This design comes from an exercise in tuning for small area, a short achievable clock period and few clock cycles on the open sky130 flow, not from production work.
Only simulation tests tie the RTL to the original design; equivalence was not proved.
No activity file was given, so power comes from the tool's default toggle rates.

File: flow/standard.sh
#!/bin/bash
# synth_recipe.tcl (not shown) runs the flow's synth.tcl, then flattens the netlist and writes it again
# the make line also repeats each setting of config.mk as NAME=value (left out here)
make -C /OpenROAD-flow-scripts/flow DESIGN_CONFIG=/design/flow/config.mk WORK_HOME=/design/flow/orfs CLKGATE_MAP_FILE= SYNTH_SCRIPT=/design/flow/synth_recipe.tcl "${@:-finish}"
File: flow/design.v
package mbd_pkg;
	localparam int BUTTON_COUNT = 9;
	localparam int PIN_W        = 9;
	localparam int NOW_W        = 32;
	localparam int DELAY_W      = 16;
	localparam int IDX_W        = 4;
	localparam int S_TDATA_W    = 48;
	localparam int M_TDATA_W    = 8;
	localparam int PADDR_W      = 1;
	localparam int PDATA_W      = 32;
	localparam logic [PADDR_W-1:0] REG_DEBOUNCE_MS = 1'b0;
	localparam logic [DELAY_W-1:0] DEBOUNCE_RESET  = 16'd50;
	typedef struct packed {
		logic             ev;
		logic [IDX_W-1:0] idx;
		logic             pressed;
	} evt_rec_t;
endpackage
module mbd_cell (
	input  logic                        clk,
	input  logic                        arst_n,
	input  logic                        eval,
	input  logic                        sample_q,
	input  logic [mbd_pkg::NOW_W-1:0]   now_q,
	input  logic [mbd_pkg::NOW_W/2-1:0] dec_mask,
	input  logic [mbd_pkg::NOW_W/2-1:0] lo_lo,
	input  logic                        lo_borrow,
	output logic                        fire,
	output logic                        held
);
	logic [mbd_pkg::NOW_W-1:0] since_q;
	logic                      prev_q;
	logic                      held_q;
	logic                      chg;
	assign chg = sample_q != prev_q;
	always_ff @(posedge clk) begin
		if (eval && chg) begin
			since_q <= now_q;
		end
	end
	always_ff @(posedge clk or negedge arst_n) begin
		if (!arst_n) begin
			prev_q <= 1'b0;
		end else if (eval) begin
			prev_q <= sample_q;
		end
	end
	function automatic logic less16(input logic [15:0] a, input logic [15:0] b);
		logic [15:0] g, l;
		g = a & ~b;
		l = ~a & b;
		for (int s = 1; s < 16; s = s * 2) begin
			for (int i = 0; i + s < 16; i = i + 2 * s) begin
				l[i] = l[i+s] | (~g[i+s] & l[i]);
				g[i] = g[i+s] | (~l[i+s] & g[i]);
			end
		end
		less16 = l[0];
	endfunction
	logic [15:0] hi_diff;
	logic        eq_nm1, eq_now, ge_lo, le_now, in_win;
	assign hi_diff = since_q[31:16] ^ now_q[31:16];
	assign eq_nm1  = hi_diff == dec_mask;
	assign eq_now  = hi_diff == '0;
	assign ge_lo  = !less16(since_q[15:0], lo_lo);
	assign le_now = !less16(now_q[15:0], since_q[15:0]);
	assign in_win = !lo_borrow ? (eq_now && ge_lo && le_now)
		: ((eq_nm1 && ge_lo) || (eq_now && le_now));
	assign fire   = eval && !chg && !in_win && (sample_q != held_q);
	always_ff @(posedge clk or negedge arst_n) begin
		if (!arst_n) begin
			held_q <= 1'b0;
		end else if (fire) begin
			held_q <= sample_q;
		end
	end
	assign held = held_q;
endmodule
module mbd_window (
	input  logic [mbd_pkg::NOW_W-1:0]   now_ms,
	input  logic [mbd_pkg::DELAY_W-1:0] debounce_ms,
	output logic [15:0]                 lo_lo,
	output logic                        lo_borrow,
	output logic [15:0]                 dec_mask
);
	logic [15:0] a, b;
	logic [15:0] g [5];
	logic [15:0] p [5];
	logic [15:0] z [5];
	assign a = now_ms[15:0];
	assign b = debounce_ms;
	assign g[0] = {a[15:1] & ~b[15:1], a[0] | ~b[0]};
	assign p[0] = ~(a ^ b);
	assign z[0] = ~now_ms[31:16];
	for (genvar l = 0; l < 4; l++) begin : g_lvl
		localparam int S = 1 << l;
		for (genvar i = 0; i < 16; i++) begin : g_bit
			if ((i / S) % 2 == 1) begin : g_node
				mbd_pfx u_pfx (
					.g_hi (g[l][i]),
					.p_hi (p[l][i]),
					.g_lo (g[l][(i / S) * S - 1]),
					.p_lo (p[l][(i / S) * S - 1]),
					.g    (g[l+1][i]),
					.p    (p[l+1][i])
				);
				mbd_and u_and (
					.a (z[l][i]),
					.b (z[l][(i / S) * S - 1]),
					.y (z[l+1][i])
				);
			end else begin : g_pass
				assign g[l+1][i] = g[l][i];
				assign p[l+1][i] = p[l][i];
				assign z[l+1][i] = z[l][i];
			end
		end
	end
	assign lo_lo     = p[0] ^ {g[4][14:0], 1'b1};
	assign lo_borrow = ~g[4][15];
	assign dec_mask  = {z[4][14:0], 1'b1};
endmodule
module mbd_pfx (
	input  logic g_hi,
	input  logic p_hi,
	input  logic g_lo,
	input  logic p_lo,
	output logic g,
	output logic p
);
	assign g = g_hi | (p_hi & g_lo);
	assign p = p_hi & p_lo;
endmodule
module mbd_and (
	input  logic a,
	input  logic b,
	output logic y
);
	assign y = a & b;
endmodule
module multi_button_debouncer_unit (
	input  logic                          clk,
	input  logic                          arst_n,
	input  logic [mbd_pkg::S_TDATA_W-1:0] s_tdata,
	input  logic                          s_tvalid,
	output logic                          s_tready,
	output logic [mbd_pkg::M_TDATA_W-1:0] m_tdata,
	output logic                          m_tlast,
	output logic                          m_tvalid,
	input  logic                          m_tready,
	input  logic                          psel,
	input  logic                          penable,
	input  logic                          pwrite,
	input  logic [mbd_pkg::PADDR_W-1:0]   paddr,
	input  logic [mbd_pkg::PDATA_W-1:0]   pwdata,
	output logic [mbd_pkg::PDATA_W-1:0]   prdata,
	output logic                          pready
);
	localparam int N = mbd_pkg::BUTTON_COUNT;
	logic [mbd_pkg::DELAY_W-1:0] deb_x_q;
	logic [mbd_pkg::DELAY_W-1:0] debounce_q;
	logic [mbd_pkg::PADDR_W-1:0] paddr_q;
	logic [mbd_pkg::PADDR_W-1:0] paddr_n_q;
	assign pready = 1'b1;
	always_ff @(posedge clk or negedge arst_n) begin
		if (!arst_n) begin
			deb_x_q <= '0;
		end else if (psel && penable && pwrite && paddr == mbd_pkg::REG_DEBOUNCE_MS) begin
			deb_x_q <= pwdata[mbd_pkg::DELAY_W-1:0] ^ mbd_pkg::DEBOUNCE_RESET;
		end
	end
	assign debounce_q = deb_x_q ^ mbd_pkg::DEBOUNCE_RESET;
	always_ff @(posedge clk) begin
		paddr_q   <= paddr;
		paddr_n_q <= ~paddr;
	end
	assign prdata = {{(mbd_pkg::PDATA_W-mbd_pkg::DELAY_W){1'b0}},
		debounce_q[15:8] & {8{paddr_n_q == ~mbd_pkg::REG_DEBOUNCE_MS}},
		debounce_q[7:0] & {8{paddr_q == mbd_pkg::REG_DEBOUNCE_MS}}};
	logic [N-1:0]                pins_n;
	logic [mbd_pkg::NOW_W-1:0]   now_ms;
	logic                        load;
	logic                        v1_q;
	logic [N-1:0]                smp_q;
	logic [mbd_pkg::NOW_W-1:0]   now_q;
	logic [15:0]                 lo_lo_q;
	logic                        borrow_q;
	logic [15:0]                 mask_q;
	logic [15:0]                 lo_lo;
	logic                        lo_borrow;
	logic [N-1:0]                a_q, b_q, c_q;
	logic [N-1:0]                a_pr_q;
	logic                        b_busy_q, c_busy_q;
	logic                        b_busy_d;
	logic                        rdy_q;
	logic [N-1:0]                fire;
	logic [N-1:0]                held;
	assign pins_n   = ~s_tdata[N-1:0];
	assign now_ms   = s_tdata[mbd_pkg::PIN_W +: mbd_pkg::NOW_W];
	assign s_tready = rdy_q;
	assign load     = s_tvalid && s_tready;
	logic [15:0]                 dec_mask;
	mbd_window u_window (
		.now_ms      (now_ms),
		.debounce_ms (debounce_q),
		.lo_lo       (lo_lo),
		.lo_borrow   (lo_borrow),
		.dec_mask    (dec_mask)
	);
	always_ff @(posedge clk or negedge arst_n) begin
		if (!arst_n) begin
			v1_q <= 1'b0;
		end else begin
			v1_q <= load;
		end
	end
	always_ff @(posedge clk) begin
		smp_q    <= pins_n;
		now_q    <= now_ms;
		lo_lo_q  <= lo_lo;
		borrow_q <= lo_borrow;
		mask_q   <= dec_mask;
	end
	for (genvar k = 0; k < N; k++) begin : g_cell
		mbd_cell u_cell (
			.clk         (clk),
			.arst_n      (arst_n),
			.eval        (v1_q),
			.sample_q    (smp_q[k]),
			.now_q       (now_q),
			.dec_mask    (mask_q),
			.lo_lo       (lo_lo_q),
			.lo_borrow   (borrow_q),
			.fire        (fire[k]),
			.held        (held[k])
		);
	end
	logic                        o_valid_q;
	logic [mbd_pkg::IDX_W-1:0]   o_idx_q;
	logic                        o_pr_q;
	logic                        o_last_q;
	logic                        o_free;
	logic [N-1:0]                a_low;
	logic [N-1:0]                a_rest;
	logic [N-1:0]                a_left;
	logic                        a_done;
	logic                        any_fire;
	logic [mbd_pkg::IDX_W-1:0]   a_idx;
	assign o_free   = !o_valid_q || m_tready;
	assign a_low    = a_q & (~a_q + 1'b1);
	assign a_rest   = a_q & ~a_low;
	assign a_left   = o_free ? a_rest : a_q;
	assign a_done   = o_free ? (a_rest == '0) : (a_q == '0);
	assign any_fire = |fire;
	always_comb begin
		a_idx = '0;
		for (int k = N-1; k >= 0; k--) begin
			if (a_q[k]) begin
				a_idx = mbd_pkg::IDX_W'(k);
			end
		end
	end
	always_comb begin
		b_busy_d = b_busy_q;
		if (a_done ? (b_busy_q && !c_busy_q) : !b_busy_q) begin
			b_busy_d = any_fire;
		end
	end
	always_ff @(posedge clk or negedge arst_n) begin
		if (!arst_n) begin
			a_q       <= '0;
			b_q       <= '0;
			c_q       <= '0;
			b_busy_q  <= 1'b0;
			rdy_q     <= 1'b1;
			c_busy_q  <= 1'b0;
			o_valid_q <= 1'b0;
		end else begin
			rdy_q <= !b_busy_d;
			if (o_free) begin
				o_valid_q <= |a_q;
			end
			if (a_done) begin
				if (!b_busy_q) begin
					a_q <= fire;
				end else begin
					a_q <= b_q;
					if (!c_busy_q) begin
						b_q      <= fire;
						b_busy_q <= any_fire;
					end else begin
						b_q      <= c_q;
						c_q      <= fire;
						c_busy_q <= any_fire;
					end
				end
			end else begin
				a_q <= a_left;
				if (!b_busy_q) begin
					b_q      <= fire;
					b_busy_q <= any_fire;
				end else if (!c_busy_q) begin
					c_q      <= fire;
					c_busy_q <= any_fire;
				end
			end
		end
	end
	always_ff @(posedge clk) begin
		if (a_done) begin
			a_pr_q <= b_busy_q ? held : smp_q;
		end
	end
	always_ff @(posedge clk) begin
		if (o_free && a_q != '0) begin
			o_idx_q  <= a_idx;
			o_pr_q   <= a_pr_q[a_idx];
			o_last_q <= a_rest == '0;
		end
	end
	assign m_tvalid = o_valid_q;
	assign m_tlast  = o_last_q;
	assign m_tdata  = {{(mbd_pkg::M_TDATA_W-mbd_pkg::IDX_W-1){1'b0}}, o_pr_q, o_idx_q};
endmodule
File: flow/config.mk
export PLATFORM = sky130hd
export DESIGN_NAME = multi_button_debouncer_unit
export DESIGN_NICKNAME = multi_button_debouncer_unit
export VERILOG_FILES = /design/flow/design.v
export SDC_FILE = /design/flow/constraint.sdc
export NUM_CORES = 4
export LEC_CHECK = 0
export CAP_MARGIN = 20
export CORE_MARGIN = 2
export CORE_UTILIZATION = 50
export CTS_CLUSTER_DIAMETER = 80
export CTS_CLUSTER_SIZE = 24
export SETUP_SLACK_MARGIN = 5.0
export SLEW_MARGIN = 20
export SYNTH_HIERARCHICAL = 1
File: flow/flow/run.sh
#!/bin/bash
# The standard synthesis and layout, with plain buffers (buf_2) on the ports instead
# of the delay cells that port buffering picks by default; every port is still buffered
set -euo pipefail
bash standard.sh synth > synth.log 2>&1
bash standard.sh "BUFFER_PORTS_ARGS=-buffer_cell sky130_fd_sc_hd__buf_2" finish > layout.log 2>&1
File: flow/constraint.sdc
create_clock -name core_clock -period 8.0 [get_ports {clk}]
set_input_delay 1.6000 -clock core_clock [delete_from_list [all_inputs] [get_ports {clk}]]
set_output_delay 1.6000 -clock core_clock [all_outputs]
set_load 0.01 [all_outputs]
==> results of run 1 <==
[critical path, stage by stage (launching register included)]
cell	delay (ps)
sky130_fd_sc_hd__dfxtp_4	390
sky130_fd_sc_hd__buf_8	160
sky130_fd_sc_hd__nor2b_4	130
sky130_fd_sc_hd__maj3_2	310
sky130_fd_sc_hd__maj3_2	320
sky130_fd_sc_hd__a211oi_2	280
sky130_fd_sc_hd__o221a_1	330
sky130_fd_sc_hd__nor4_2	50
sky130_fd_sc_hd__o22a_2	300
sky130_fd_sc_hd__nor3_2	210
sky130_fd_sc_hd__nand3_2	140
sky130_fd_sc_hd__a21o_1	200
sky130_fd_sc_hd__o31a_1	100
[per-stage QoR]
stage	std cells	hold slack, ps	worst slack, ps
floorplan	2133	472	5010
global placement	2813	483	4040
detailed placement	2813	490	4020
CTS	2881	513	4960
global route	2887	522	4860
finish	2887	507	4950
[sequential cells by signal, summed over array words and instances, names as in the netlist, 4 cells and up]
register,flops
g_cell.u_cell.held_q,9
a_pr_q,9
a_q,9
now_q,32
g_cell.u_cell.since_q,288
g_cell.u_cell.prev_q,9
lo_lo_q,16
deb_x_q,16
smp_q,9
b_q,9
c_q,9
mask_q,16
o_idx_q,4
[area by class of cell]
class | count | area [sq um] | share of cell area [%]
timing repair buffer | 126 | 779 | 2.85
clock inverter | 20 | 290 | 1.06
sequential | 445 | 12300 | 45.1
inverter | 198 | 751 | 2.74
tap | 622 | 778 | 2.84
clock buffer | 34 | 766 | 2.80
multi-input combinational | 1442 | 11700 | 42.6
[layer usage]
metal | up-vias | track usage (%) | part of all wire (%)
li1 | 7774 | - | -
met1 | 8076 | 31.3 | 42
met2 | 349 | 44.0 | 50
met3 | 112 | 2.57 | 3.8
met4 | 0 | 10.2 | 4.4
met5 | - | 0 | 0
[where the power goes]
part / internal [mW] / switching [mW] / total [mW]
Sequential: 3.03 / 0.499 / 3.53
Combinational: 1.30 / 1.70 / 2.99
Clock: 0.805 / 0.894 / 1.70
[worst paths after layout]
path                            cells after the start                                  end               start
worst max-delay path                               12                   b_busy_q$_DFF_PN0_  lo_lo_q[8]$_DFF_P_
max in group asynchronous                           2  g_cell[8].u_cell.prev_q$_DFFE_PN0P_              arst_n
min in group asynchronous                           2                   a_q[4]$_DFFE_PN0P_              arst_n
worst min register to register                      1                   c_q[7]$_DFFE_PN0P_  c_q[7]$_DFFE_PN0P_
worst min-delay path                                1                   c_q[7]$_DFFE_PN0P_  c_q[7]$_DFFE_PN0P_
worst max register to register                     12                   b_busy_q$_DFF_PN0_  lo_lo_q[8]$_DFF_P_
[timing repair]
item / in CTS / in global routing
resized for setup: 118 / 26
setup endpoints to repair: 58 / 39
setup buffers: 14 / 6
pin swaps: 25 / 24
==> reports/results.ini, run 1 <==
[sta]
finalSetupTns_ps=0
hold_violations=0
fmax_mhz=328
report.final.setup_viol=0
slew_headroom_pct=34.6
share_of_the_clock_period_used_by_the_worst_path_pct=38.1
count_of_pins_over_their_slew_limit=0
clock-skew-final_ps=23.7
grt_setup_unrepaired=true
tightest_slew_ps=980
timing.final.crit_period_ps=3050

[routing]
drt-initial-drc-count=1042
drt_first_pass_iters=5
detail_route.wl_per_cell_microns=22.1
route.vias.total=16311
routed_wl_microns=63700
drtAntennaViolNets=0
vias_per_cell=5.65
detail_route.drc_violations=0

[global_routing]
grt_start_max_net_pins=67
overall_routing_resource_usage_pct=24.9
grt.overflow.total=0
antenna_violations_before_repair=0
global_route_wire_length_before_repair_microns=95600
via_count_of_the_first_global_routing_pass=16419

[layout]
final_core_util_pct=56.3
flow.area_growth_from_synthesis_pct=11.7
antenna_cells_inserted=0
n_fill_cell=4119
finish.instance_area_sq_um=27400
drive_gt1_share_pct=16.8
final_cell_mix=303 x sky130_fd_sc_hd__edfxtp_1, 197 x sky130_fd_sc_hd__inv_1, 182 x sky130_fd_sc_hd__xnor2_1, 182 x sky130_fd_sc_hd__maj3_1, 122 x sky130_fd_sc_hd__xor2_1
design.final.nets=2346
most_common_cell_after_layout_fill_and_taps_aside=sky130_fd_sc_hd__edfxtp_1

[clock_tree]
tritoncts.num_buffers=29
clock_latency_on_the_worst_skew_pair_ps=620
clk_root_buffer_cell=sky130_fd_sc_hd__clkbuf_16
clk_transition_reported_paths_ps=90
cts_tree=yes
cts_max_path_buffers=3
holdBufCountCts=0
cts.sink_count=445
cts_h_tree_lvls=1

[placement]
buffer_ports.inserted=88
cell_area_after_placement_sq_um=25600
routabilityCongestion=0.836
dp_hpwl_microns=42600

[setup_path]
timing.critical_path.from_type=flip-flop
register_to_register_setup_slack_ps=4950
end_kind=flip-flop
critical_path_type=reg -> reg
timing.critical_path.arrival_ps=3540
critical_path_required_ps=8500
critical_path.max_fanout=6

[job]
maxCapViolCount=0

[floorplan]
vert_die_dim_microns=225
core_area_sq_um=48600
die-width_microns=225
placementRows=81
top_level_ports=132
initial_utilization_pct=50.4
die_ar_sq_um=50800

[power]
power.static_leakage_nw=10.3
power-per-cell-area_nw_per_um2=300
vdd.ir_drop.worst_mv=0.228
post-layout-total-power_mw=8.23

[synthesis]
syn-instance-count=2115
total_standard_cell_area_after_synthesis_sq_um=24500
synth_area_per_cell_sq_um=11.6
total_number_of_yosys_warnings=15

[min_path]
hold_path_class=reg -> reg

[status]
outcome=no timing/DRC/antenna violations

Testbench counts, summed over its fixed seeds: cycles 20,166.
==> inputs of run 2 (changes only) <==
--- a/flow/config.mk
+++ b/flow/config.mk
@@ -7,5 +7,5 @@
 export LEC_CHECK = 0
-export CAP_MARGIN = 20
+export CAP_MARGIN = 5
 export CORE_MARGIN = 2
-export CORE_UTILIZATION = 50
+export CORE_UTILIZATION = 40
 export CTS_CLUSTER_DIAMETER = 80
@@ -13,3 +13,3 @@
 export SETUP_SLACK_MARGIN = 5.0
-export SLEW_MARGIN = 20
+export SLEW_MARGIN = 5
 export SYNTH_HIERARCHICAL = 1
==> reports/results.ini, run 2 <==
[synthesis]
total_number_of_yosys_warnings=15
syn-instance-count=2115
total_standard_cell_area_after_synthesis_sq_um=24500
synth_area_per_cell_sq_um=11.6

[layout]
regMostFlops=g_cell.u_cell.since_q
final_core_util_pct=45.4
design.final.nets=2341
max_ffs_per_register=288
most_common_cell_after_layout_fill_and_taps_aside=sky130_fd_sc_hd__edfxtp_1
largest_registers=g_cell.u_cell.since_q: 288 flops, now_q: 32 flops
final_cell_mix=303 x sky130_fd_sc_hd__edfxtp_1, 197 x sky130_fd_sc_hd__inv_1, 182 x sky130_fd_sc_hd__xnor2_1, 181 x sky130_fd_sc_hd__maj3_1, 122 x sky130_fd_sc_hd__xor2_1
drive_gt1_share_pct=16.2
finish.cell_count_without_fillers=3044
flow.area_growth_from_synthesis_pct=12.1

[floorplan]
die-width_microns=252
die_ar_sq_um=63300
top_level_ports=132
initial_utilization_pct=40.5
placementRows=90
core_area_sq_um=60500
vert_die_dim_microns=252

[clock_tree]
holdBufCountCts=0
cts_h_tree_lvls=1
tritoncts.num_buffers=30
clock_latency_on_the_worst_skew_pair_ps=610
clk_transition_reported_paths_ps=90
cts.sink_count=445
cts_tree=yes
cts_max_path_buffers=3
clk_root_buffer_cell=sky130_fd_sc_hd__clkbuf_16

[routing]
vias_per_cell=5.31
detail_route.wl_per_cell_microns=19.4
detail_route.drc_violations=0
drtAntennaViolNets=0
routed_wl_microns=59200
drt-initial-drc-count=878
route.vias.total=16178
drt_first_pass_iters=5

[sta]
fmax_mhz=332
hold_violations=0
timing.final.crit_period_ps=3020
share_of_the_clock_period_used_by_the_worst_path_pct=37.7
count_of_pins_over_their_slew_limit=0
tightest_slew_ps=1130
finalSetupTns_ps=0
grt_setup_unrepaired=true
report.final.setup_viol=0
clock-skew-final_ps=18.6
slew_headroom_pct=24.7

[placement]
numPlacedInstances=2966
buffer_ports.inserted=88
routabilityCongestion=0.803
dp_hpwl_microns=40400

[setup_path]
critical_path_type=reg -> reg
timing.critical_path.arrival_ps=3510
critical_path.most_common_cell=sky130_fd_sc_hd__maj3_2
critical_path.max_fanout=5
end_kind=flip-flop
path_delay_family=compound AO/OA/AOI/OAI gates
timing.critical_path.from_type=flip-flop
cpPeakStageDelay_ps=370
critical_path.cell_chain=buf_12, nor2b_1, maj3_2, maj3_2, a211oi_4, a21boi_4, nor4_1, o22a_2, nor3_2, nand3_2, a21o_1, o31a_1
path_buf_inv=1
timing.critical_path.slowest_stage_cell=sky130_fd_sc_hd__dfxtp_4
critical_path_required_ps=8500

[power]
post-layout-total-power_mw=8.11
power-per-cell-area_nw_per_um2=295
vdd.ir_drop.worst_mv=0.176
power.static_leakage_nw=10.3

[global_routing]
antenna_violations_before_repair=2
overall_routing_resource_usage_pct=18.4
grt.overflow.total=0
global_route_wire_length_before_repair_microns=91500
via_count_of_the_first_global_routing_pass=16671
grt_start_max_net_pins=67

[min_path]
hold_path_class=reg -> reg

[status]
outcome=no timing/DRC/antenna violations

[job]
maxCapViolCount=0

-- run 2: area by class of cell --
cell class              count  area (sq um)
fillers                  5504         33000
flip-flops and latches    445         12400
multi-input cells        1442         11600
well taps                 782           978
clock buffers              37           808
repair buffers            120           758
inverters                 198           751
clock inverters            19           248
diodes                      1          2.50
-- run 2: worst paths after layout --
kind                                     from               endpoint  slack [ps]  cells after the start
setup / recovery           lo_lo_q[8]$_DFF_P_     b_busy_q$_DFF_PN0_        4980                     12
hold / removal             c_q[2]$_DFFE_PN0P_     c_q[2]$_DFFE_PN0P_         510                      1
setup reg to reg           lo_lo_q[8]$_DFF_P_     b_busy_q$_DFF_PN0_        4980                     12
hold reg to reg            c_q[2]$_DFFE_PN0P_     c_q[2]$_DFFE_PN0P_         510                      1
max in group asynchronous              arst_n         v1_q$_DFF_PN0_        6210                      1
min in group asynchronous              arst_n  o_valid_q$_DFFE_PN0N_        1120                      1
-- run 2: stage by stage --
stage | area (sq um) | hold slack (ps) | setup slack, ps
2_1_floorplan | 24600 | 472 | 5010
3_3_place_gp | 25800 | 482 | 4020
3_5_place_dp | 25800 | 489 | 3920
4_1_cts | 27200 | 512 | 4990
5_1_grt | 27500 | 532 | 4880
6_report | 27500 | 508 | 4980
-- run 2: power breakdown --
| part | switching [mW] | total (mW) | internal [mW] |
|---|---|---|---|
| logic | 1.55 | 2.83 | 1.29 |
| registers | 0.539 | 3.57 | 3.03 |
| clock network | 0.923 | 1.70 | 0.781 |
| total | 3.01 | 8.11 | 5.10 |
-- run 2: per-layer routing --
metal / track usage [%] / wire (microns) / vias up
met5: 0 / 0 / -
met1: 24.2 / 26900 / 7991
met4: 5.77 / 1680 / 0
li1: - / - / 7784
met3: 1.97 / 2270 / 93
met2: 31.8 / 28300 / 310
-- run 2: what timing repair did --
action / CTS / global route
endpoints found under the setup margin: 48 / 21
pin swaps: 26 / 20
setup buffers: 13 / 8
resized for setup: 90 / 47
gates cloned: 0 / 0
==> inputs of run 3 (changes only) <==
--- a/flow/config.mk
+++ b/flow/config.mk
@@ -7,3 +7,3 @@
 export LEC_CHECK = 0
-export CAP_MARGIN = 5
+export CAP_MARGIN = 20
 export CORE_MARGIN = 2
@@ -12,4 +12,5 @@
 export CTS_CLUSTER_SIZE = 24
+export PLACE_DENSITY = 0.75
 export SETUP_SLACK_MARGIN = 5.0
-export SLEW_MARGIN = 5
+export SLEW_MARGIN = 20
 export SYNTH_HIERARCHICAL = 1
==> reports/results.ini, run 3 <==
[synthesis]
syn-instance-count=2115
total_standard_cell_area_after_synthesis_sq_um=24500
synth_area_per_cell_sq_um=11.6
total_number_of_yosys_warnings=15

[sta]
fmax_mhz=330
finalSetupTns_ps=0
count_of_pins_over_their_slew_limit=0
report.final.setup_viol=0
slew_headroom_pct=24.7
grt_setup_unrepaired=true
tightest_slew_ps=1130
share_of_the_clock_period_used_by_the_worst_path_pct=37.9
timing.final.crit_period_ps=3030
clock-skew-final_ps=24.1
hold_violations=0

[setup_path]
critical_path.max_fanout=6
timing.critical_path.from_type=flip-flop
timing.critical_path.arrival_ps=3520
end_kind=flip-flop
critical_path_type=reg -> reg
critical_path_required_ps=8490

[floorplan]
die-width_microns=252
placementRows=90
core_area_sq_um=60500
vert_die_dim_microns=252
top_level_ports=132
initial_utilization_pct=40.5
die_ar_sq_um=63300

[routing]
detail_route.drc_violations=0
routed_wl_microns=59200
detail_route.wl_per_cell_microns=19.5
drtAntennaViolNets=0
drt-initial-drc-count=1292
vias_per_cell=5.51
drt_first_pass_iters=7
route.vias.total=16753

[power]
post-layout-total-power_mw=7.97
power.clock.fraction_pct=20.5
combinationalPowerShare_pct=35.0
power-per-cell-area_nw_per_um2=293
vdd.ir_drop.worst_mv=0.187
switching_share_pct=36.8
p_sw_mw=2.93
internal-power_mw=5.04
power.static_leakage_nw=10.2
seq_power_share_pct=44.6

[clock_tree]
holdBufCountCts=0
clock_latency_on_the_worst_skew_pair_ps=600
cts_max_path_buffers=3
clk_root_buffer_cell=sky130_fd_sc_hd__clkbuf_16
tritoncts.num_buffers=28
cts_h_tree_lvls=1
cts_tree=yes
cts.sink_count=445
clk_transition_reported_paths_ps=90

[layout]
largest_registers=g_cell.u_cell.since_q: 288 flops, now_q: 32 flops
drive_gt1_share_pct=15.0
antenna_cells_inserted=0
regMostFlops=g_cell.u_cell.since_q
n_fill_cell=5394
design.final.nets=2338
finish.cell_count_without_fillers=3038
max_ffs_per_register=288
finish.instance_area_sq_um=27200
final_cell_mix=303 x sky130_fd_sc_hd__edfxtp_1, 199 x sky130_fd_sc_hd__inv_1, 185 x sky130_fd_sc_hd__maj3_1, 182 x sky130_fd_sc_hd__xnor2_1, 122 x sky130_fd_sc_hd__xor2_1
flow.area_growth_from_synthesis_pct=11.0
most_common_cell_after_layout_fill_and_taps_aside=sky130_fd_sc_hd__edfxtp_1

[placement]
numPlacedInstances=2972
buffer_ports.inserted=88
routabilityCongestion=0.833
dp_hpwl_microns=38700
cell_area_after_placement_sq_um=25800

[job]
maxCapViolCount=0

[global_routing]
grt_start_max_net_pins=67
global_route_wire_length_before_repair_microns=90900
antenna_violations_before_repair=1
grt.overflow.total=0
overall_routing_resource_usage_pct=18.1
via_count_of_the_first_global_routing_pass=16906

[status]
outcome=no timing/DRC/antenna violations

[min_path]
hold_path_class=reg -> reg

==> run 3: cell count changes in the layout (fill, tap and decap cells not counted), sizes merged <==
| cell | change |
|---|---|
| buf | -1 |
| clkbuf | -3 |
| clkinv | +1 |
| clkinvlp | +1 |
| diode | -1 |
| inv | -3 |
==> run 3: layer usage <==
layer	vias to the layer above	routed length, microns	global-route usage [%]
li1	7783	-	-
met1	8240	25300	23.9
met2	605	28100	30.6
met3	125	3930	2.33
met4	0	1840	6.50
met5	-	0	0
==> run 3: through the flow <==
stage	setup WS (ps)	hold slack (ps)	util, %
floorplan	5010	472	-
global placement	4110	481	42.7
detailed placement	4040	495	42.7
CTS	4950	517	44.6
global route	4850	533	45.0
finish	4970	517	45.0
==> run 3: worst max-delay path, cell delays in order, from the launching register on <==
cell,delay [ps]
sky130_fd_sc_hd__dfxtp_4,400
sky130_fd_sc_hd__buf_6,150
sky130_fd_sc_hd__nor2b_4,120
sky130_fd_sc_hd__maj3_2,310
sky130_fd_sc_hd__maj3_2,320
sky130_fd_sc_hd__a211oi_2,210
sky130_fd_sc_hd__o221a_1,300
sky130_fd_sc_hd__nor4_2,60
sky130_fd_sc_hd__o22a_2,320
sky130_fd_sc_hd__nor4_4,230
sky130_fd_sc_hd__nand3_2,180
sky130_fd_sc_hd__a21o_1,200
sky130_fd_sc_hd__o31a_1,100
==> run 3: power groups by stage <==
| stage | clock [mW] | sequential [mW] | combinational (mW) |
|---|---|---|---|
| 2_1_floorplan | 0 | 3.41 | 2.07 |
| 3_3_place_gp | 0 | 3.55 | 2.51 |
| 3_5_place_dp | 0 | 3.59 | 2.61 |
| 4_1_cts | 1.66 | 3.54 | 2.70 |
| 5_1_grt | 1.74 | 3.62 | 3.03 |
| 6_report | 1.63 | 3.55 | 2.79 |
==> run 3: area by class of cell <==
class / count / area (sq um) / share of cell area, %
Multi-Input combinational cell: 1442 / 11400 / 42.0
Clock inverter: 18 / 181 / 0.666
Sequential cell: 445 / 12300 / 45.3
Clock buffer: 34 / 818 / 3.01
Tap cell: 782 / 978 / 3.59
Timing Repair Buffer: 119 / 718 / 2.64
Inverter: 198 / 751 / 2.76
==> run 3: what timing repair did <==
| action | in CTS | in global routing |
|---|---|---|
| pin swaps | 9 | 25 |
| setup endpoints to repair | 32 | 29 |
| resized for setup | 44 | 50 |
| cloned | 0 | 0 |
| buffers inserted | 7 | 7 |
==> run 3: worst paths after layout <==
check | from | end | slack [ps] | cells after the start
setup reg to reg | lo_lo_q[8]$_DFF_P_ | b_busy_q$_DFF_PN0_ | 4970 | 12
hold / removal | c_q[3]$_DFFE_PN0P_ | c_q[3]$_DFFE_PN0P_ | 520 | 1
setup / recovery | lo_lo_q[8]$_DFF_P_ | b_busy_q$_DFF_PN0_ | 4970 | 12
min in group asynchronous | arst_n | o_valid_q$_DFFE_PN0N_ | 1120 | 1
max in group asynchronous | arst_n | v1_q$_DFF_PN0_ | 6200 | 1
hold reg to reg | c_q[3]$_DFFE_PN0P_ | c_q[3]$_DFFE_PN0P_ | 520 | 1
==> inputs of run 4 (changes only) <==
--- a/flow/config.mk
+++ b/flow/config.mk
@@ -12,2 +12,3 @@
 export CTS_CLUSTER_SIZE = 24
+export GPL_ROUTABILITY_DRIVEN = 0
 export PLACE_DENSITY = 0.75
==> reports/results.ini, run 4 <==
[sta]
tightest_slew_ps=1130
finalSetupTns_ps=0
share_of_the_clock_period_used_by_the_worst_path_pct=37.9
fmax_mhz=330
hold_violations=0
clock-skew-final_ps=24.1
grt_setup_unrepaired=true
slew_headroom_pct=24.7
count_of_pins_over_their_slew_limit=0
timing.final.crit_period_ps=3030
report.final.setup_viol=0

[global_routing]
grt_start_max_net_pins=67
grt.overflow.total=0
antenna_violations_before_repair=1
overall_routing_resource_usage_pct=18.1
via_count_of_the_first_global_routing_pass=16906
global_route_wire_length_before_repair_microns=90900

[routing]
drtAntennaViolNets=0
vias_per_cell=5.51
detail_route.drc_violations=0
detail_route.wl_per_cell_microns=19.5
drt-initial-drc-count=1292
route.vias.total=16753
drt_first_pass_iters=7
routed_wl_microns=59200

[setup_path]
timing.critical_path.from_type=flip-flop
critical_path_type=reg -> reg
critical_path.cell_chain=buf_6, nor2b_4, maj3_2, maj3_2, a211oi_2, o221a_1, nor4_2, o22a_2, nor4_4, nand3_2, a21o_1, o31a_1
critical_path.max_fanout=6
cpPeakStageDelay_ps=400
timing.critical_path.arrival_ps=3520
register_to_register_setup_slack_ps=4970
end_kind=flip-flop
critical_path_required_ps=8490
path_delay_family=compound AO/OA/AOI/OAI gates
timing.critical_path.slowest_stage_cell=sky130_fd_sc_hd__dfxtp_4
path_buf_inv=1
critical_path.most_common_cell=sky130_fd_sc_hd__maj3_2

[placement]
buffer_ports.inserted=88
dp_hpwl_microns=38700

[power]
power-per-cell-area_nw_per_um2=293
power.static_leakage_nw=10.2
p_sw_mw=2.93
power.clock.fraction_pct=20.5
internal-power_mw=5.04
combinationalPowerShare_pct=35.0
switching_share_pct=36.8
vdd.ir_drop.worst_mv=0.187
seq_power_share_pct=44.6

[floorplan]
initial_utilization_pct=40.5
core_area_sq_um=60500
vert_die_dim_microns=252
top_level_ports=132
die_ar_sq_um=63300
die-width_microns=252
placementRows=90

[clock_tree]
cts.sink_count=445
cts_h_tree_lvls=1
cts_tree=yes
clk_root_buffer_cell=sky130_fd_sc_hd__clkbuf_16
tritoncts.num_buffers=28
clock_latency_on_the_worst_skew_pair_ps=600
cts_max_path_buffers=3
clk_transition_reported_paths_ps=90

[synthesis]
synth_area_per_cell_sq_um=11.6
total_number_of_yosys_warnings=15
total_standard_cell_area_after_synthesis_sq_um=24500
syn-instance-count=2115

[layout]
most_common_cell_after_layout_fill_and_taps_aside=sky130_fd_sc_hd__edfxtp_1
antenna_cells_inserted=0
final_cell_mix=303 x sky130_fd_sc_hd__edfxtp_1, 199 x sky130_fd_sc_hd__inv_1, 185 x sky130_fd_sc_hd__maj3_1, 182 x sky130_fd_sc_hd__xnor2_1, 122 x sky130_fd_sc_hd__xor2_1
flow.area_growth_from_synthesis_pct=11.0
drive_gt1_share_pct=15.0
largest_registers=g_cell.u_cell.since_q: 288 flops, now_q: 32 flops
design.final.nets=2338
final_core_util_pct=45.0
max_ffs_per_register=288
regMostFlops=g_cell.u_cell.since_q

[status]
outcome=no timing/DRC/antenna violations

[job]
maxCapViolCount=0

[min_path]
hold_path_class=reg -> reg

==> run 4: path summary, 6_finish.rpt <==
check                                    from               endpoint  depth (start not counted)
min reg2reg                c_q[3]$_DFFE_PN0P_     c_q[3]$_DFFE_PN0P_                          1
max                        lo_lo_q[8]$_DFF_P_     b_busy_q$_DFF_PN0_                         12
min                        c_q[3]$_DFFE_PN0P_     c_q[3]$_DFFE_PN0P_                          1
max in group asynchronous              arst_n         v1_q$_DFF_PN0_                          1
min in group asynchronous              arst_n  o_valid_q$_DFFE_PN0N_                          1
max reg2reg                lo_lo_q[8]$_DFF_P_     b_busy_q$_DFF_PN0_                         12
==> run 4: cell type report <==
type	instances	area, sq um
Tap cell	782	978
Fill cell	5394	33200
Multi-Input combinational cell	1442	11400
Clock buffer	34	818
Timing Repair Buffer	119	718
Sequential cell	445	12300
Clock inverter	18	181
Inverter	198	751
==> run 4: power groups by stage <==
stage / sequential, mW / combinational (mW) / clock, mW
after floorplan: 3.41 / 2.07 / 0
after global placement: 3.55 / 2.51 / 0
after detailed placement: 3.59 / 2.61 / 0
after CTS: 3.54 / 2.70 / 1.66
after global routing: 3.62 / 3.03 / 1.74
final: 3.55 / 2.79 / 1.63
==> run 4: metrics by stage <==
| step | cell area, sq um | hold slack, ps | instances | setup slack [ps] | total power [mW] |
|---|---|---|---|---|---|
| 2_1_floorplan | 24600 | 472 | 2133 | 5010 | 5.48 |
| 3_3_place_gp | 25800 | 481 | 2972 | 4110 | 6.06 |
| 3_5_place_dp | 25800 | 495 | 2972 | 4040 | 6.20 |
| 4_1_cts | 27000 | 517 | 3031 | 4950 | 7.90 |
| 5_1_grt | 27200 | 533 | 3038 | 4850 | 8.39 |
| 6_report | 27200 | 517 | 3038 | 4970 | 7.97 |
==> run 4: repair_timing <==
action / 4_1_cts / 5_1_grt
endpoints found under the setup margin: 32 / 29
pin swaps: 9 / 25
setup buffers: 7 / 7
resized for setup: 44 / 50
hold buffers: 0 / 0
==> run 4: layer usage <==
| layer | track usage, % | wire, microns | up-vias |
|---|---|---|---|
| met4 | 6.50 | 1840 | 0 |
| met1 | 23.9 | 25300 | 8240 |
| met2 | 30.6 | 28100 | 605 |
| met5 | 0 | 0 | - |
| met3 | 2.33 | 3930 | 125 |
| li1 | - | - | 7783 |
==> inputs of run 5 (changes only) <==
--- a/flow/config.mk
+++ b/flow/config.mk
@@ -12,5 +12,3 @@
 export CTS_CLUSTER_SIZE = 24
-export GPL_ROUTABILITY_DRIVEN = 0
-export PLACE_DENSITY = 0.75
-export SETUP_SLACK_MARGIN = 5.0
+export SETUP_SLACK_MARGIN = 4.9
 export SLEW_MARGIN = 20
==> reports/results.ini, run 5 <==
[power]
vdd.ir_drop.worst_mv=0.157
power.static_leakage_nw=10.2
power-per-cell-area_nw_per_um2=294

[synthesis]
total_number_of_yosys_warnings=15
syn-instance-count=2115
total_standard_cell_area_after_synthesis_sq_um=24500
synth_area_per_cell_sq_um=11.6

[layout]
multiInputGateArea_sq_um=11400
design.final.nets=2331
most_common_cell_after_layout_fill_and_taps_aside=sky130_fd_sc_hd__edfxtp_1
final_cell_mix=303 x sky130_fd_sc_hd__edfxtp_1, 198 x sky130_fd_sc_hd__inv_1, 188 x sky130_fd_sc_hd__maj3_1, 182 x sky130_fd_sc_hd__xnor2_1, 122 x sky130_fd_sc_hd__xor2_1
finish.cell_count_without_fillers=3032
ff_latch_area_sq_um=12300
drive_gt1_share_pct=14.8
largest_registers=g_cell.u_cell.since_q: 288 flops, now_q: 32 flops
antenna_cells_inserted=0
regMostFlops=g_cell.u_cell.since_q
max_ffs_per_register=288
flow.area_growth_from_synthesis_pct=10.8
n_fill_cell=5573

[routing]
drt_first_pass_iters=5
detail_route.wl_per_cell_microns=19.3
drt-initial-drc-count=1020
vias_per_cell=5.34
detail_route.drc_violations=0
route.vias.total=16200
drtAntennaViolNets=0
routed_wl_microns=58500

[sta]
share_of_the_clock_period_used_by_the_worst_path_pct=38.2
finalSetupTns_ps=0
timing.final.crit_period_ps=3060
layout_setup_ws_ps=4940
grt_setup_unrepaired=true
hold_violations=0
tightest_slew_ps=1030
report.final.setup_viol=0
slew_headroom_pct=30.6
clock-skew-final_ps=28.3
timing.hold.ws_ps=511
count_of_pins_over_their_slew_limit=0
fmax_mhz=327

[floorplan]
die-width_microns=252
die_ar_sq_um=63300
vert_die_dim_microns=252
core_area_sq_um=60500
initial_utilization_pct=40.5
top_level_ports=132
placementRows=90

[setup_path]
timing.critical_path.slowest_stage_cell=sky130_fd_sc_hd__dfxtp_4
critical_path.cell_chain=buf_6, nor2b_4, maj3_2, maj3_2, a211oi_4, a21boi_4, nor4_2, o22a_2, nor4_4, nand3_2, o21ai_0, o21ai_0
worstSetupStartpoint=lo_lo_q[8]$_DFF_P_
critical_path_type=reg -> reg
path_buf_inv=1
timing.critical_path.from_type=flip-flop
worstReg2RegStart=lo_lo_q[8]$_DFF_P_
critical_path_required_ps=8470
path_delay_family=compound AO/OA/AOI/OAI gates
timing.critical_path.arrival_ps=3520
critical_path_depth=12
end_kind=flip-flop
cpPeakStageDelay_ps=370
critical_path.max_fanout=5
ff2ff_path_depth=12

[min_path]
worstHoldPathCells=1
min_from=c_q[4]$_DFFE_PN0P_
hold_path_class=reg -> reg

[placement]
dp_hpwl_microns=40600
post-place-ws_ps=3970
numPlacedInstances=2963
routabilityCongestion=0.812
buffer_ports.inserted=88

[global_routing]
global_route_wire_length_before_repair_microns=90300
grt_most_used_layer=met2
met2_usage_pct=31.8
via_count_of_the_first_global_routing_pass=16341
antenna_violations_before_repair=0
grt.overflow.total=0
grt_start_max_net_pins=67
overall_routing_resource_usage_pct=18.1
met1_usage_pct=24.1
global_route.usage.met3_pct=1.80

[status]
outcome=no timing/DRC/antenna violations

[clock_tree]
clk_transition_reported_paths_ps=100
cts.sink_count=445
holdBufCountCts=0
cts_max_path_buffers=3
cts_tree=yes
cts_h_tree_lvls=1
tritoncts.num_buffers=29
clock_latency_on_the_worst_skew_pair_ps=600
clk_root_buffer_cell=sky130_fd_sc_hd__clkbuf_16

[job]
maxCapViolCount=0

## run 5: what timing repair did
item | CTS | global route
buffers inserted | 5 | 10
gates cloned | 0 | 0
endpoints found under the setup margin | 28 | 14
pin swaps | 7 | 16
resized for setup | 48 | 42
## run 5: final cells by class
class	instances	area share, %
clock inverters	20	0.944
inverters	198	2.76
flip-flops and latches	445	45.4
repair buffers	111	2.40
multi-input cells	1442	42.0
clock buffers	34	2.85
well taps	782	3.60
## run 5: stage by stage
stage	instance area (sq um)	power, mW	utilization [%]
finish	27200	7.99	44.9
global placement	25800	6.13	42.6
floorplan	24600	5.48	-
detailed placement	25800	6.24	42.6
CTS	26900	7.96	44.5
global route	27200	8.48	44.9
## run 5: per-layer routing
| metal | vias up | wire, microns |
|---|---|---|
| met3 | 78 | 2270 |
| li1 | 7761 | - |
| met5 | - | 0 |
| met2 | 329 | 28800 |
| met4 | 0 | 1210 |
| met1 | 8032 | 26300 |
## run 5: path summary, 6_finish.rpt
path / endpoint / slack (ps)
max in group asynchronous: deb_x_q[2]$_DFFE_PN0P_ / 6160
min: c_q[4]$_DFFE_PN0P_ / 510
min reg2reg: c_q[4]$_DFFE_PN0P_ / 510
max: c_busy_q$_DFFE_PN0P_ / 4940
max reg2reg: c_busy_q$_DFFE_PN0P_ / 4940
min in group asynchronous: a_q[4]$_DFFE_PN0P_ / 1110
## run 5: power breakdown
group	switching, mW	internal [mW]
Sequential	0.521	3.03
Clock	0.888	0.778
Combinational	1.53	1.24
Total	2.94	5.06
==> inputs of run 6 (changes only) <==
--- a/flow/config.mk
+++ b/flow/config.mk
@@ -12,3 +12,4 @@
 export CTS_CLUSTER_SIZE = 24
-export SETUP_SLACK_MARGIN = 4.9
+export PLACE_DENSITY = 0.85
+export SETUP_SLACK_MARGIN = 5.0
 export SLEW_MARGIN = 20
==> reports/results.ini, run 6 <==
[min_path]
worstHoldPathCells=1
min_to=c_q[3]$_DFFE_PN0P_
hold_path_class=reg -> reg
min_from=c_q[3]$_DFFE_PN0P_

[clock_tree]
holdBufCountCts=0
cts_max_path_buffers=3
cts.sink_count=445
clock_latency_on_the_worst_skew_pair_ps=570
cts_tree=yes
clk_root_buffer_cell=sky130_fd_sc_hd__clkbuf_16
tritoncts.num_buffers=23
cts_h_tree_lvls=1
clk_transition_reported_paths_ps=100

[global_routing]
antenna_violations_before_repair=0
global_route_wire_length_before_repair_microns=88400
overall_routing_resource_usage_pct=17.6
grt_start_max_net_pins=67
grt.overflow.total=0
via_count_of_the_first_global_routing_pass=15861

[routing]
drtAntennaViolNets=0
detail_route.drc_violations=0
drt-initial-drc-count=1398
route.vias.total=16571
vias_per_cell=5.48
drt_first_pass_iters=5
routed_wl_microns=57600
detail_route.wl_per_cell_microns=19.1

[placement]
buffer_ports.inserted=88
dp_hpwl_microns=38800
numPlacedInstances=2967
post-place-ws_ps=4050
routabilityCongestion=0.852

[layout]
antenna_cells_inserted=0
regMostFlops=g_cell.u_cell.since_q
most_common_cell_after_layout_fill_and_taps_aside=sky130_fd_sc_hd__edfxtp_1
n_fill_cell=5207
drive_gt1_share_pct=15.0
largest_registers=g_cell.u_cell.since_q: 288 flops, now_q: 32 flops
max_ffs_per_register=288
final_cell_mix=303 x sky130_fd_sc_hd__edfxtp_1, 197 x sky130_fd_sc_hd__inv_1, 182 x sky130_fd_sc_hd__xnor2_1, 182 x sky130_fd_sc_hd__maj3_1, 122 x sky130_fd_sc_hd__xor2_1
flow.area_growth_from_synthesis_pct=10.2
design.final.nets=2328
finish.cell_count_without_fillers=3022

[setup_path]
worstReg2RegStart=lo_lo_q[8]$_DFF_P_
end_kind=flip-flop
register_to_register_setup_slack_ps=4870
ff2ff_path_depth=11
timing.critical_path.arrival_ps=3590
critical_path_required_ps=8460
r2r_end=b_busy_q$_DFF_PN0_
critical_path.max_fanout=6
timing.critical_path.from_type=flip-flop
critical_path_type=reg -> reg

[job]
maxCapViolCount=0

[sta]
finalSetupTns_ps=0
slew_headroom_pct=26.1
clock-skew-final_ps=29.0
fmax_mhz=320
hold_violations=0
layout_setup_ws_ps=4870
timing.hold.ws_ps=516
grt_setup_unrepaired=true
report.final.setup_viol=0
count_of_pins_over_their_slew_limit=0
tightest_slew_ps=1110
share_of_the_clock_period_used_by_the_worst_path_pct=39.1
timing.final.crit_period_ps=3130

[synthesis]
total_number_of_yosys_warnings=15
synth_area_per_cell_sq_um=11.6
syn-instance-count=2115
total_standard_cell_area_after_synthesis_sq_um=24500

[floorplan]
die_ar_sq_um=63300
placementRows=90
die-width_microns=252
initial_utilization_pct=40.5
core_area_sq_um=60500
top_level_ports=132
vert_die_dim_microns=252

[power]
power-per-cell-area_nw_per_um2=286
post-layout-total-power_mw=7.73
power.static_leakage_nw=10.0
vdd.ir_drop.worst_mv=0.160

[status]
outcome=no timing/DRC/antenna violations

[run 6: cell types whose count changed in the layout (fill, tap and decap cells not counted), moves of 7 or more]
cell	change
sky130_fd_sc_hd__dfxtp_4	+7
sky130_fd_sc_hd__nor4_1	-7
sky130_fd_sc_hd__clkbuf_1	+11
sky130_fd_sc_hd__clkbuf_16	-7
sky130_fd_sc_hd__dfxtp_2	-8
[run 6: power breakdown]
part	switching (mW)	total [mW]	internal, mW
combinational	1.58	2.84	1.26
sequential	0.569	3.60	3.03
clock	0.731	1.29	0.554
[run 6: layout make-up]
type	count	area (sq um)	share of cell area, %
inverter	198	751	2.78
sequential	445	12400	45.7
clock inverter	4	42.5	0.157
timing repair buffer	114	666	2.46
multi-input combinational	1442	11600	42.9
tap	782	978	3.62
clock buffer	37	628	2.32
[run 6: critical path, cell delays in order, from the launching register on]
cell and delay, ps:
sky130_fd_sc_hd__dfxtp_4 400, sky130_fd_sc_hd__nor2b_1 150, sky130_fd_sc_hd__maj3_2 310, sky130_fd_sc_hd__maj3_1 400, sky130_fd_sc_hd__a211oi_4 310, sky130_fd_sc_hd__o221a_4 290
sky130_fd_sc_hd__nor4_1 60, sky130_fd_sc_hd__o22a_2 320, sky130_fd_sc_hd__nor3_1 270, sky130_fd_sc_hd__nand3_2 180, sky130_fd_sc_hd__a21o_1 220, sky130_fd_sc_hd__o31a_1 110
[run 6: repair_timing]
item	in CTS	in global routing
setup endpoints to repair	40	21
buffers inserted	9	4
pin swaps	19	16
resized for setup	86	53
[run 6: per-stage QoR]
stage | instance area, sq um | utilization (%)
3_3_place_gp | 25800 | 42.6
3_5_place_dp | 25800 | 42.6
6_report | 27000 | 44.7
5_1_grt | 27000 | 44.7
2_1_floorplan | 24600 | -
4_1_cts | 26800 | 44.3
[run 6: worst max-delay path by stage]
stage | startpoint | slack [ps] | to | cells after the start
global placement | m_tready | 4100 | b_q[4]$_DFFE_PN0P_ | 8
finish | lo_lo_q[8]$_DFF_P_ | 4870 | b_busy_q$_DFF_PN0_ | 11
CTS | lo_lo_q[8]$_DFF_P_ | 4990 | b_busy_q$_DFF_PN0_ | 12
global route | lo_lo_q[8]$_DFF_P_ | 4830 | b_busy_q$_DFF_PN0_ | 12
floorplan | s_tdata[10] | 5010 | lo_lo_q[14]$_DFF_P_ | 6
detailed placement | m_tready | 4050 | b_q[6]$_DFFE_PN0P_ | 8
[run 6: metal layers]
layer	vias to the layer above	part of all wire, %	GRT usage, %	wire length [microns]
met5	-	0	0	0
met4	0	3.5	6.65	2010
met3	109	7.6	2.37	4360
met2	634	48	29.4	27500
met1	8096	41	23.2	23800
li1	7732	-	-	-
==> inputs of run 7 (changes only) <==
--- a/flow/config.mk
+++ b/flow/config.mk
@@ -10,5 +10,4 @@
 export CORE_UTILIZATION = 40
-export CTS_CLUSTER_DIAMETER = 80
-export CTS_CLUSTER_SIZE = 24
-export PLACE_DENSITY = 0.85
+export CTS_CLUSTER_DIAMETER = 90
+export CTS_CLUSTER_SIZE = 28
 export SETUP_SLACK_MARGIN = 5.0
==> reports/results.ini, run 7 <==
[clock_tree]
tritoncts.num_buffers=28
cts_max_path_buffers=3
clk_root_buffer_cell=sky130_fd_sc_hd__clkbuf_16
cts_h_tree_lvls=1
clk_transition_reported_paths_ps=110
cts_tree=yes
cts.sink_count=445
clock_latency_on_the_worst_skew_pair_ps=600

[setup_path]
timing.critical_path.from_type=flip-flop
critical_path.max_fanout=5
critical_path_type=reg -> reg
end_kind=flip-flop
critical_path_required_ps=8500
ff2ff_path_depth=12
timing.critical_path.arrival_ps=3530

[sta]
tightest_slew_ps=1030
clock-skew-final_ps=31.7
slew_headroom_pct=30.7
grt_setup_unrepaired=true
fmax_mhz=330
timing.final.crit_period_ps=3030
count_of_pins_over_their_slew_limit=0
finalSetupTns_ps=0
share_of_the_clock_period_used_by_the_worst_path_pct=37.9
report.final.setup_viol=0
hold_violations=0

[routing]
drt-initial-drc-count=1021
routed_wl_microns=59100
vias_per_cell=5.34
detail_route.wl_per_cell_microns=19.4
detail_route.drc_violations=0
drtAntennaViolNets=0
route.vias.total=16249
drt_first_pass_iters=5

[layout]
most_common_cell_after_layout_fill_and_taps_aside=sky130_fd_sc_hd__edfxtp_1
flow.area_growth_from_synthesis_pct=11.6
design.final.nets=2342
ff_latch_area_sq_um=12400
multiInputGateArea_sq_um=11500
regMostFlops=g_cell.u_cell.since_q
max_ffs_per_register=288
largest_registers=g_cell.u_cell.since_q: 288 flops, now_q: 32 flops
finish.instance_area_sq_um=27400
antenna_cells_inserted=0
n_fill_cell=5521
final_cell_mix=303 x sky130_fd_sc_hd__edfxtp_1, 197 x sky130_fd_sc_hd__inv_1, 183 x sky130_fd_sc_hd__maj3_1, 182 x sky130_fd_sc_hd__xnor2_1, 122 x sky130_fd_sc_hd__xor2_1
final_core_util_pct=45.3
drive_gt1_share_pct=15.9

[global_routing]
grt_most_used_layer=met2
grt.overflow.total=0
antenna_violations_before_repair=0
global_route.usage.met3_pct=1.59
grt_start_max_net_pins=67
global_route_wire_length_before_repair_microns=90900
met1_usage_pct=24.2
via_count_of_the_first_global_routing_pass=16551
met2_usage_pct=31.7
overall_routing_resource_usage_pct=18.2

[floorplan]
placementRows=90
die-width_microns=252
top_level_ports=132
initial_utilization_pct=40.5
core_area_sq_um=60500
vert_die_dim_microns=252
die_ar_sq_um=63300

[power]
seq_power_share_pct=44.3
vdd.ir_drop.worst_mv=0.175
power.clock.fraction_pct=20.9
combinationalPowerShare_pct=34.8
power-per-cell-area_nw_per_um2=295
power.static_leakage_nw=10.2
internal-power_mw=5.06
post-layout-total-power_mw=8.07
p_sw_mw=3.01
switching_share_pct=37.3

[placement]
cell_area_after_placement_sq_um=25800
dp_hpwl_microns=40400
routabilityCongestion=0.803
buffer_ports.inserted=88

[min_path]
hold_path_class=reg -> reg
worstHoldPathCells=1

[synthesis]
syn-instance-count=2115
synth_area_per_cell_sq_um=11.6
total_standard_cell_area_after_synthesis_sq_um=24500
total_number_of_yosys_warnings=15

[status]
outcome=no timing/DRC/antenna violations

[job]
maxCapViolCount=0

## run 7: final timing paths
| path | start | slack (ps) | to |
|---|---|---|---|
| min in group asynchronous | arst_n | 1150 | o_valid_q$_DFFE_PN0N_ |
| min | c_q[2]$_DFFE_PN0P_ | 510 | c_q[2]$_DFFE_PN0P_ |
| max reg2reg | lo_lo_q[8]$_DFF_P_ | 4970 | b_busy_q$_DFF_PN0_ |
| max | lo_lo_q[8]$_DFF_P_ | 4970 | b_busy_q$_DFF_PN0_ |
| min reg2reg | c_q[2]$_DFFE_PN0P_ | 510 | c_q[2]$_DFFE_PN0P_ |
| max in group asynchronous | arst_n | 6190 | v1_q$_DFF_PN0_ |
## run 7: final cells by class
cell class | instances | area share [%]
flip-flops and latches | 445 | 45.1
repair buffers | 123 | 2.78
inverters | 198 | 2.74
multi-input cells | 1442 | 41.9
well taps | 782 | 3.58
clock inverters | 21 | 1.13
clock buffers | 31 | 2.72
## run 7: critical path, stage by stage, from the launching register on
cell and delay, ps:
sky130_fd_sc_hd__dfxtp_4 370, sky130_fd_sc_hd__buf_8 140, sky130_fd_sc_hd__nor2b_1 130, sky130_fd_sc_hd__maj3_2 310
sky130_fd_sc_hd__maj3_2 340, sky130_fd_sc_hd__a211oi_4 290, sky130_fd_sc_hd__a21boi_2 260, sky130_fd_sc_hd__nor4_2 70
sky130_fd_sc_hd__o22a_2 320, sky130_fd_sc_hd__nor3_2 240, sky130_fd_sc_hd__nand3_2 140, sky130_fd_sc_hd__a21o_1 210
sky130_fd_sc_hd__o31a_1 100
## run 7: timing repair
action                                  in CTS  in global routing
setup buffers                                8                 16
endpoints found under the setup margin      45                 27
gates resized for setup                     65                 47
hold buffers                                 0                  0
pin swaps                                   11                 34
## run 7: power by group through the flow
| stage | combinational (mW) | sequential (mW) | clock (mW) |
|---|---|---|---|
| 6_report | 2.81 | 3.57 | 1.69 |
| 5_1_grt | 3.09 | 3.65 | 1.81 |
| 4_1_cts | 2.69 | 3.58 | 1.73 |
| 3_5_place_dp | 2.61 | 3.63 | 0 |
| 3_3_place_gp | 2.53 | 3.60 | 0 |
| 2_1_floorplan | 2.07 | 3.41 | 0 |
## run 7: per-stage QoR
step	cells	hold slack, ps	setup slack, ps
2_1_floorplan	2133	472	5010
3_3_place_gp	2966	482	4020
3_5_place_dp	2966	489	3920
4_1_cts	3026	513	4980
5_1_grt	3042	538	4840
6_report	3042	513	4970
## run 7: per-layer routing
metal / wire, microns / up-vias
li1: - / 7793
met3: 2150 / 91
met4: 1690 / 0
met1: 26900 / 8046
met2: 28300 / 319
met5: 0 / -
==> inputs of run 8 (changes only) <==
==> flow/flow/run.sh (replaced) <==
#!/bin/bash
# The standard synthesis and layout, with plain buffers (buf_1) on the ports instead
# of the delay cells that port buffering picks by default; every port is still buffered
set -euo pipefail
bash standard.sh synth > synth.log 2>&1
bash standard.sh "BUFFER_PORTS_ARGS=-buffer_cell sky130_fd_sc_hd__buf_1" finish > layout.log 2>&1
--- a/flow/config.mk
+++ b/flow/config.mk
@@ -10,4 +10,4 @@
 export CORE_UTILIZATION = 40
-export CTS_CLUSTER_DIAMETER = 90
-export CTS_CLUSTER_SIZE = 28
+export CTS_CLUSTER_DIAMETER = 80
+export CTS_CLUSTER_SIZE = 24
 export SETUP_SLACK_MARGIN = 5.0
==> reports/results.ini, run 8 <==
[setup_path]
critical_path_type=reg -> reg
critical_path.max_fanout=9
end_kind=flip-flop
ff2ff_path_depth=12
critPathCapture=b_busy_q$_DFF_PN0_
timing.critical_path.from_type=flip-flop
register_to_register_setup_slack_ps=4940
worstSetupStartpoint=lo_lo_q[8]$_DFF_P_
critical_path_required_ps=8490
worstReg2RegStart=lo_lo_q[8]$_DFF_P_
r2r_end=b_busy_q$_DFF_PN0_
timing.critical_path.arrival_ps=3550

[power]
power.static_leakage_nw=9.90
power-per-cell-area_nw_per_um2=293
vdd.ir_drop.worst_mv=0.168
post-layout-total-power_mw=7.92

[clock_tree]
cts_max_path_buffers=3
clk_root_buffer_cell=sky130_fd_sc_hd__clkbuf_16
clk_transition_reported_paths_ps=90
tritoncts.num_buffers=28
clock_latency_on_the_worst_skew_pair_ps=610
cts_h_tree_lvls=1
cts.sink_count=445
cts_tree=yes

[sta]
timing.final.crit_period_ps=3060
grt_setup_unrepaired=true
clock-skew-final_ps=16.2
finalSetupTns_ps=0
slew_headroom_pct=31.9
hold_violations=0
fmax_mhz=326
report.final.setup_viol=0
share_of_the_clock_period_used_by_the_worst_path_pct=38.3
count_of_pins_over_their_slew_limit=0
tightest_slew_ps=1020

[routing]
detail_route.wl_per_cell_microns=19.5
wire_length_on_met3_microns=2550
vias_per_cell=5.32
met1_length_microns=26600
top_signal_layer_used=met4
drt-initial-drc-count=946
drt_first_pass_iters=5
drtAntennaViolNets=0
detail_route.drc_violations=0
detailroute.wirelength.met2_microns=28400
route.vias.total=16137
routed_wl_microns=59300

[floorplan]
top_level_ports=132
die_ar_sq_um=63300
initial_utilization_pct=40.5
vert_die_dim_microns=252
die-width_microns=252
core_area_sq_um=60500
placementRows=90

[global_routing]
grt.overflow.total=0
antenna_violations_before_repair=1
via_count_of_the_first_global_routing_pass=16077
overall_routing_resource_usage_pct=18.3
global_route_wire_length_before_repair_microns=90600
grt_start_max_net_pins=67

[placement]
buffer_ports.inserted=88
dp_hpwl_microns=40300
routabilityCongestion=0.816

[layout]
largest_registers=g_cell.u_cell.since_q: 288 flops, now_q: 32 flops
design.final.nets=2334
drive_gt1_share_pct=11.4
final_cell_mix=303 x sky130_fd_sc_hd__edfxtp_1, 197 x sky130_fd_sc_hd__inv_1, 186 x sky130_fd_sc_hd__maj3_1, 182 x sky130_fd_sc_hd__xnor2_1, 122 x sky130_fd_sc_hd__xor2_1
max_ffs_per_register=288
regMostFlops=g_cell.u_cell.since_q
flow.area_growth_from_synthesis_pct=10.3
most_common_cell_after_layout_fill_and_taps_aside=sky130_fd_sc_hd__edfxtp_1

[synthesis]
syn-instance-count=2115
total_standard_cell_area_after_synthesis_sq_um=24500
synth_area_per_cell_sq_um=11.6
total_number_of_yosys_warnings=15

[min_path]
hold_path_class=reg -> reg

[job]
maxCapViolCount=0

[status]
outcome=no timing/DRC/antenna violations

==> run 8: how the worst min path moves through the flow <==
stage                                   to                   start  depth (start not counted)
floorplan           deb_x_q[1]$_DFFE_PN0P_  deb_x_q[1]$_DFFE_PN0P_                          2
finish                  c_q[7]$_DFFE_PN0P_      c_q[7]$_DFFE_PN0P_                          1
detailed placement      c_q[0]$_DFFE_PN0P_      c_q[0]$_DFFE_PN0P_                          1
CTS                     c_q[7]$_DFFE_PN0P_      c_q[7]$_DFFE_PN0P_                          1
global placement        c_q[4]$_DFFE_PN0P_      c_q[4]$_DFFE_PN0P_                          1
global route            c_q[0]$_DFFE_PN0P_      c_q[0]$_DFFE_PN0P_                          1
==> run 8: power breakdown <==
| group | total [mW] | switching (mW) | leakage, nW | internal [mW] |
|---|---|---|---|---|
| sequential | 3.58 | 0.548 | 4.26 | 3.03 |
| clock | 1.60 | 0.871 | 0.473 | 0.727 |
| combinational | 2.74 | 1.51 | 5.17 | 1.23 |
==> run 8: layer usage <==
layer | GRT usage (%) | up-vias
li1 | - | 7757
met1 | 24.7 | 7966
met2 | 30.8 | 334
met3 | 2.13 | 80
met4 | 6.05 | 0
met5 | 0 | -
==> run 8: worst max-delay path, cell delays in order, from the launching register on <==
cell and delay (ps):
sky130_fd_sc_hd__dfxtp_4 390, sky130_fd_sc_hd__buf_6 150, sky130_fd_sc_hd__buf_6 140, sky130_fd_sc_hd__nand2b_1 140, sky130_fd_sc_hd__maj3_1 350, sky130_fd_sc_hd__maj3_1 400, sky130_fd_sc_hd__a21boi_4 190, sky130_fd_sc_hd__nor4_2 60
sky130_fd_sc_hd__o22a_2 320, sky130_fd_sc_hd__nor4_2 320, sky130_fd_sc_hd__nand3_2 160, sky130_fd_sc_hd__a21o_1 200, sky130_fd_sc_hd__o31a_1 100
==> run 8: through the flow <==
step                      worst slack, ps  cells  util (%)  hold slack, ps  instance area, sq um
after detailed placement             3990   2966      42.5             490                 25700
after floorplan                      5010   2133         -             472                 24600
final                                4940   3035      44.7             511                 27000
after global placement               4040   2966      42.5             482                 25700
after CTS                            4950   3028      44.4             514                 26900
after global routing                 4880   3035      44.7             521                 27000
==> run 8: cell type report <==
type / count / area (sq um)
fill: 5525 / 33400
clock inverter: 17 / 184
tap: 782 / 978
inverter: 198 / 756
sequential: 445 / 12400
multi-input combinational: 1442 / 11500
clock buffer: 35 / 768
antenna: 1 / 2.50
timing repair buffer: 115 / 558
==> run 8: repair_timing <==
item | CTS | global route
hold endpoints to repair | 0 | 0
setup buffers | 10 | 6
setup endpoints to repair | 48 | 24
gates resized for setup | 75 | 30
hold buffers | 0 | 0
pin swaps | 15 | 10
==> inputs of run 9 (changes only) <==
==> flow/flow/run.sh (replaced) <==
#!/bin/bash
# The standard synthesis and layout, with plain buffers (buf_2) on the ports instead
# of the delay cells that port buffering picks by default (every port is still buffered),
# and the timing repair aiming at a setup slack of 5.15 ns instead of config.mk's 5.0 ns
set -euo pipefail
bash standard.sh synth > synth.log 2>&1
bash standard.sh "BUFFER_PORTS_ARGS=-buffer_cell sky130_fd_sc_hd__buf_2" SETUP_SLACK_MARGIN=5.15 finish > layout.log 2>&1
==> reports/results.ini, run 9 <==
[placement]
buffer_ports.inserted=88
dp_hpwl_microns=40800
routabilityCongestion=0.837
post-place-ws_ps=4070

[routing]
met1_length_microns=30200
drt-initial-drc-count=1204
vias_per_cell=5.31
detail_route.drc_violations=0
wire_length_on_met3_microns=2480
drtAntennaViolNets=0
route.vias.total=16417
detailroute.wirelength.met2_microns=27000
detail_route.wl_per_cell_microns=19.7

[setup_path]
ff2ff_path_depth=12
critical_path.cell_chain=buf_6, nor2b_4, maj3_2, maj3_2, a211oi_4, a21boi_4, nor4_4, o22a_4, nor3_4, nand3_4, a21o_1, o31a_1
cpPeakStageDelay_ps=380
critical_path.most_common_cell=sky130_fd_sc_hd__maj3_2
critical_path_required_ps=8510
timing.critical_path.arrival_ps=3580
register_to_register_setup_slack_ps=4930
worstReg2RegStart=lo_lo_q[8]$_DFF_P_
end_kind=flip-flop
r2r_end=b_busy_q$_DFF_PN0_
timing.critical_path.from_type=flip-flop
critical_path_type=reg -> reg

[job]
maxCapViolCount=0

[layout]
ff_latch_area_sq_um=12400
max_ffs_per_register=288
antenna_cells_inserted=0
most_common_cell_after_layout_fill_and_taps_aside=sky130_fd_sc_hd__edfxtp_1
flow.area_growth_from_synthesis_pct=15.8
multiInputGateArea_sq_um=12100
final_core_util_pct=46.9
n_fill_cell=5431
final_cell_mix=303 x sky130_fd_sc_hd__edfxtp_1, 196 x sky130_fd_sc_hd__inv_1, 182 x sky130_fd_sc_hd__xnor2_1, 175 x sky130_fd_sc_hd__maj3_1, 122 x sky130_fd_sc_hd__xor2_1
drive_gt1_share_pct=21.0

[status]
outcome=no timing/DRC/antenna violations

[clock_tree]
clock_latency_on_the_worst_skew_pair_ps=620
cts_tree=yes
clk_root_buffer_cell=sky130_fd_sc_hd__clkbuf_16
cts.sink_count=445
tritoncts.num_buffers=30
cts_max_path_buffers=3
clk_transition_reported_paths_ps=100

[global_routing]
overall_routing_resource_usage_pct=18.8
global_route_wire_length_before_repair_microns=93300
antenna_violations_before_repair=1
grt_start_max_net_pins=67
via_count_of_the_first_global_routing_pass=15857

[synthesis]
total_standard_cell_area_after_synthesis_sq_um=24500
total_number_of_yosys_warnings=15
synth_area_per_cell_sq_um=11.6

[power]
vdd.ir_drop.worst_mv=0.169
post-layout-total-power_mw=8.38
power-per-cell-area_nw_per_um2=295

[floorplan]
initial_utilization_pct=40.5
die_ar_sq_um=63300
placementRows=90
vert_die_dim_microns=252
top_level_ports=132

[sta]
layout_setup_ws_ps=4930
grt_setup_unrepaired=true
report.final.setup_viol=0
count_of_pins_over_their_slew_limit=0
fmax_mhz=326
slew_headroom_pct=31.7
timing.hold.ws_ps=521
timing.final.crit_period_ps=3070
hold_violations=0

[min_path]
min_to=c_q[2]$_DFFE_PN0P_
worstHoldPathCells=1

-- run 9: changes by cell type in the layout (fill, tap and decap cells not counted), sizes merged --
cell	change
clkinv	+2
clkbuf	-4
inv	+2
diode	-1
buf	+59
clkinvlp	+1
-- run 9: layout make-up --
type	instances	share of cell area, %
Clock buffer	34	2.81
Clock inverter	22	0.926
Inverter	198	2.65
Multi-Input combinational cell	1442	42.5
Sequential cell	445	43.6
Tap cell	782	3.45
Timing Repair Buffer	171	4.09
-- run 9: through the flow --
stage,area (sq um),std cells
after floorplan,24700,2133
after global placement,26000,2970
after detailed placement,26000,2970
after CTS,27600,3060
after global routing,28400,3094
final,28400,3094
-- run 9: worst max-delay path by stage --
stage                                  start                  end  slack, ps  depth (start not counted)
after CTS                 lo_lo_q[8]$_DFF_P_   b_busy_q$_DFF_PN0_       5010                         12
after global routing      lo_lo_q[8]$_DFF_P_   b_busy_q$_DFF_PN0_       4870                         12
final                     lo_lo_q[8]$_DFF_P_   b_busy_q$_DFF_PN0_       4930                         12
after detailed placement            m_tready   b_q[2]$_DFFE_PN0P_       4070                          8
after global placement              m_tready   b_q[4]$_DFFE_PN0P_       4110                          8
after floorplan                  s_tdata[10]  lo_lo_q[14]$_DFF_P_       5110                          6
-- run 9: routing by layer --
layer / vias to the layer above / track usage, %
li1: 7874 / -
met1: 8158 / 28.2
met2: 310 / 28.4
met3: 73 / 2.43
met4: 2 / 5.12
met5: - / 0
-- run 9: critical path: cells and delay by family, from the launching register on --
kind | cells | cell delay (ps)
compound gates | 5 | 1320
simple gates | 4 | 470
buf+inv | 1 | 140
fa+ha+maj | 2 | 630
flops | 1 | 380
-- run 9: repair_timing --
item | 4_1_cts | 5_1_grt
pin swaps | 39 | 35
hold buffers | 0 | 0
setup endpoints to repair | 65 | 63
gates resized for setup | 118 | 106
setup buffers | 34 | 34
-- run 9: power breakdown --
part / internal, mW / leakage, nW / switching (mW)
Clock: 0.776 / 0.514 / 0.924
Combinational: 1.43 / 5.90 / 1.73
Sequential: 3.03 / 4.26 / 0.488
Total: 5.24 / 10.7 / 3.14

Check on run 9: ideal ports give 4.932 ns setup slack; a clkbuf_16 on the clock port and buf_2 on the inputs give 4.932 ns; moving port delays by the midpoint clock arrival (0.674 ns) as well gives 4.740 ns.
